Context: an optimization exercise on an open-source flow, tuned for small area, a short achievable clock period and few clock cycles per item. The choices shown serve that exercise and are no tape-out recipe.

==> module systolic_mm_engine, before the edit <==
module systolic_mm_engine (
   input  logic         clk,
   input  logic         rst,
   input  logic         in_valid,
   output logic         in_ready,
   input  logic [31:0]  a_col,
   input  logic [31:0]  b_row,
   output logic         out_valid,
   input  logic         out_ready,
   output logic [287:0] c,
   output logic         busy
);
   logic [1:0]   kcnt_q;       
   logic         v1_q;         
   logic         first1_q;     
   logic         last1_q;      
   logic         ov_q;         
   logic [31:0]  a1_q;
   logic [287:0] acc_q;
   logic stall, accept, fire;
   assign stall    = v1_q & ov_q & ~out_ready;
   assign in_ready = ~stall;
   assign accept   = in_valid & ~stall;
   assign fire     = v1_q & ~stall;
   always_ff @(posedge clk or negedge rst) begin
      if (!rst) begin
         kcnt_q   <= 2'd0;
         v1_q     <= 1'b0;
         first1_q <= 1'b0;
         last1_q  <= 1'b0;
         ov_q     <= 1'b0;
      end else begin
         if (accept) kcnt_q <= kcnt_q + 2'd1;
         if (!stall) begin
            v1_q     <= accept;
            first1_q <= (kcnt_q == 2'd0);
            last1_q  <= (kcnt_q == 2'd3);
         end
         if (fire && last1_q) ov_q <= 1'b1;
         else if (out_ready)  ov_q <= 1'b0;
      end
   end
   logic [47:0] bd_s;     
   logic [47:0] bd1_q;
   for (genvar j = 0; j < 4; j++) begin : g_enc
      logic [8:0] bx;
      assign bx = {b_row[j*8 +: 8], 1'b0};
      for (genvar k = 0; k < 4; k++) begin : g_dig
         assign bd_s[(j*4+k)*3 + 2] = bx[2*k+2];
         assign bd_s[(j*4+k)*3 + 0] = bx[2*k+1] ^ bx[2*k];
         assign bd_s[(j*4+k)*3 + 1] = (bx[2*k+2] & ~bx[2*k+1] & ~bx[2*k]) |
                                      (~bx[2*k+2] & bx[2*k+1] & bx[2*k]);
      end
   end
   always_ff @(posedge clk) begin
      if (!stall) begin
         a1_q  <= a_col;
         bd1_q <= bd_s;
      end
   end
   logic [3:0] one_s [4];
   logic [3:0] two_s [4];
   logic [3:0] neg_s [4];
   for (genvar j = 0; j < 4; j++) begin : g_dig1
      for (genvar k = 0; k < 4; k++) begin : g_k
         assign one_s[j][k] = bd1_q[(j*4+k)*3 + 0];
         assign two_s[j][k] = bd1_q[(j*4+k)*3 + 1];
         assign neg_s[j][k] = bd1_q[(j*4+k)*3 + 2];
      end
   end
   for (genvar i = 0; i < 4; i++) begin : g_row
      for (genvar j = 0; j < 4; j++) begin : g_col
         localparam int IDX = (i*4 + j) * 18;
         logic [17:0] acc_in, sum;
         assign acc_in = first1_q ? 18'd0 : acc_q[IDX +: 18];
         systolic_pe_acc u_pe (
            .a      (a1_q[i*8 +: 8]),
            .one    (one_s[j]),
            .two    (two_s[j]),
            .neg    (neg_s[j]),
            .acc_in (acc_in),
            .sum    (sum)
         );
         always_ff @(posedge clk) begin
            if (fire) acc_q[IDX +: 18] <= sum;
         end
      end
   end
   assign c         = acc_q;
   assign out_valid = ov_q;
   assign busy      = v1_q | ov_q | (kcnt_q != 2'd0);
endmodule
export LEC_CHECK = 0
export CAP_MARGIN = 20
export CORE_MARGIN = 2
export CORE_UTILIZATION = 45
export SETUP_SLACK_MARGIN = 3
export SLEW_MARGIN = 20
create_clock -name core_clock -period 7.0 [get_ports {clk}]
run.sh (not shown) runs the stock make flow with config.mk's settings and CLKGATE_MAP_FILE= SYNTH_SCRIPT=/design/flow/synth_recipe.tcl, a recipe that flattens the netlist after the stock synthesis.
==> next run, changes <==
--- a/flow/design.v
+++ b/flow/design.v
@@ -160,8 +160,9 @@
    logic         first1_q;     
    logic         last1_q;      
    logic         ov_q;         
    logic [31:0]  a1_q;
+   logic [31:0]  b1_q;
    logic [287:0] acc_q;
    logic stall, accept, fire;
    assign stall    = v1_q & ov_q & ~out_ready;
    assign in_ready = ~stall;
@@ -184,34 +185,25 @@
          if (fire && last1_q) ov_q <= 1'b1;
          else if (out_ready)  ov_q <= 1'b0;
       end
    end
-   logic [47:0] bd_s;     
-   logic [47:0] bd1_q;
-   for (genvar j = 0; j < 4; j++) begin : g_enc
-      logic [8:0] bx;
-      assign bx = {b_row[j*8 +: 8], 1'b0};
-      for (genvar k = 0; k < 4; k++) begin : g_dig
-         assign bd_s[(j*4+k)*3 + 2] = bx[2*k+2];
-         assign bd_s[(j*4+k)*3 + 0] = bx[2*k+1] ^ bx[2*k];
-         assign bd_s[(j*4+k)*3 + 1] = (bx[2*k+2] & ~bx[2*k+1] & ~bx[2*k]) |
-                                      (~bx[2*k+2] & bx[2*k+1] & bx[2*k]);
-      end
-   end
    always_ff @(posedge clk) begin
       if (!stall) begin
-         a1_q  <= a_col;
-         bd1_q <= bd_s;
+         a1_q <= a_col;
+         b1_q <= b_row;
       end
    end
    logic [3:0] one_s [4];
    logic [3:0] two_s [4];
    logic [3:0] neg_s [4];
-   for (genvar j = 0; j < 4; j++) begin : g_dig1
-      for (genvar k = 0; k < 4; k++) begin : g_k
-         assign one_s[j][k] = bd1_q[(j*4+k)*3 + 0];
-         assign two_s[j][k] = bd1_q[(j*4+k)*3 + 1];
-         assign neg_s[j][k] = bd1_q[(j*4+k)*3 + 2];
+   for (genvar j = 0; j < 4; j++) begin : g_enc
+      logic [8:0] bx;
+      assign bx = {b1_q[j*8 +: 8], 1'b0};
+      for (genvar k = 0; k < 4; k++) begin : g_dig
+         assign neg_s[j][k] = bx[2*k+2];
+         assign one_s[j][k] = bx[2*k+1] ^ bx[2*k];
+         assign two_s[j][k] = (bx[2*k+2] & ~bx[2*k+1] & ~bx[2*k]) |
+                              (~bx[2*k+2] & bx[2*k+1] & bx[2*k]);
       end
    end
    for (genvar i = 0; i < 4; i++) begin : g_row
       for (genvar j = 0; j < 4; j++) begin : g_col
Outcome:
- The changed run passed the timing, design-rule and antenna checks
- wire length is higher by a quarter to a third
- setup slack is worse by 0.29 ns
- flip-flop and latch count is lower by 16
- sequential share of layout area is lower by 2.8 points
- utilization is higher by 1.4 points
- worst hold slack is better by 0.0062 ns
- design area is higher by about a fifth
- synthesized area is higher by roughly a tenth
- global-route usage is higher by 3.3 points
- count of clock-buffer cells in the layout is lower by 13
No run of this note included a check of the RTL's function; only the layout flow was run.

port drivers added, routing unchanged:
The results above use ideal ports. As a check the final layouts listed here were re-extracted and re-timed, cells and wires unchanged.
Step 1, drivers: a clkbuf_16 drives clk and a buf_2 each remaining input, both assumed.
Step 2 adds t to the input delays and takes it off the output delays; t is the mean of the earliest and latest rising clock arrival at the registers after step 1. Input paths then give back, and output paths get back, about the clock's delay inside the block.
Slacks: no drivers / after step 1 / after step 2; pairs: no drivers / after step 1.
| run | shift t [ns] | slack for setup (ns) | clock arrival spread, ns | worst register clock-pin slew, ns | worst data-port slew with drivers (ns) |
|---|---|---|---|---|---|
| the first run | 0.738 | 2.481 / 2.481 / 2.481 | 0.042 / 0.042 | 0.07 / 0.07 | 0.05 |
| the second run | 0.739 | 2.189 / 2.189 / 2.189 | 0.043 / 0.042 | 0.08 / 0.08 | 0.07 |
After both steps every run listed still meets setup and hold.
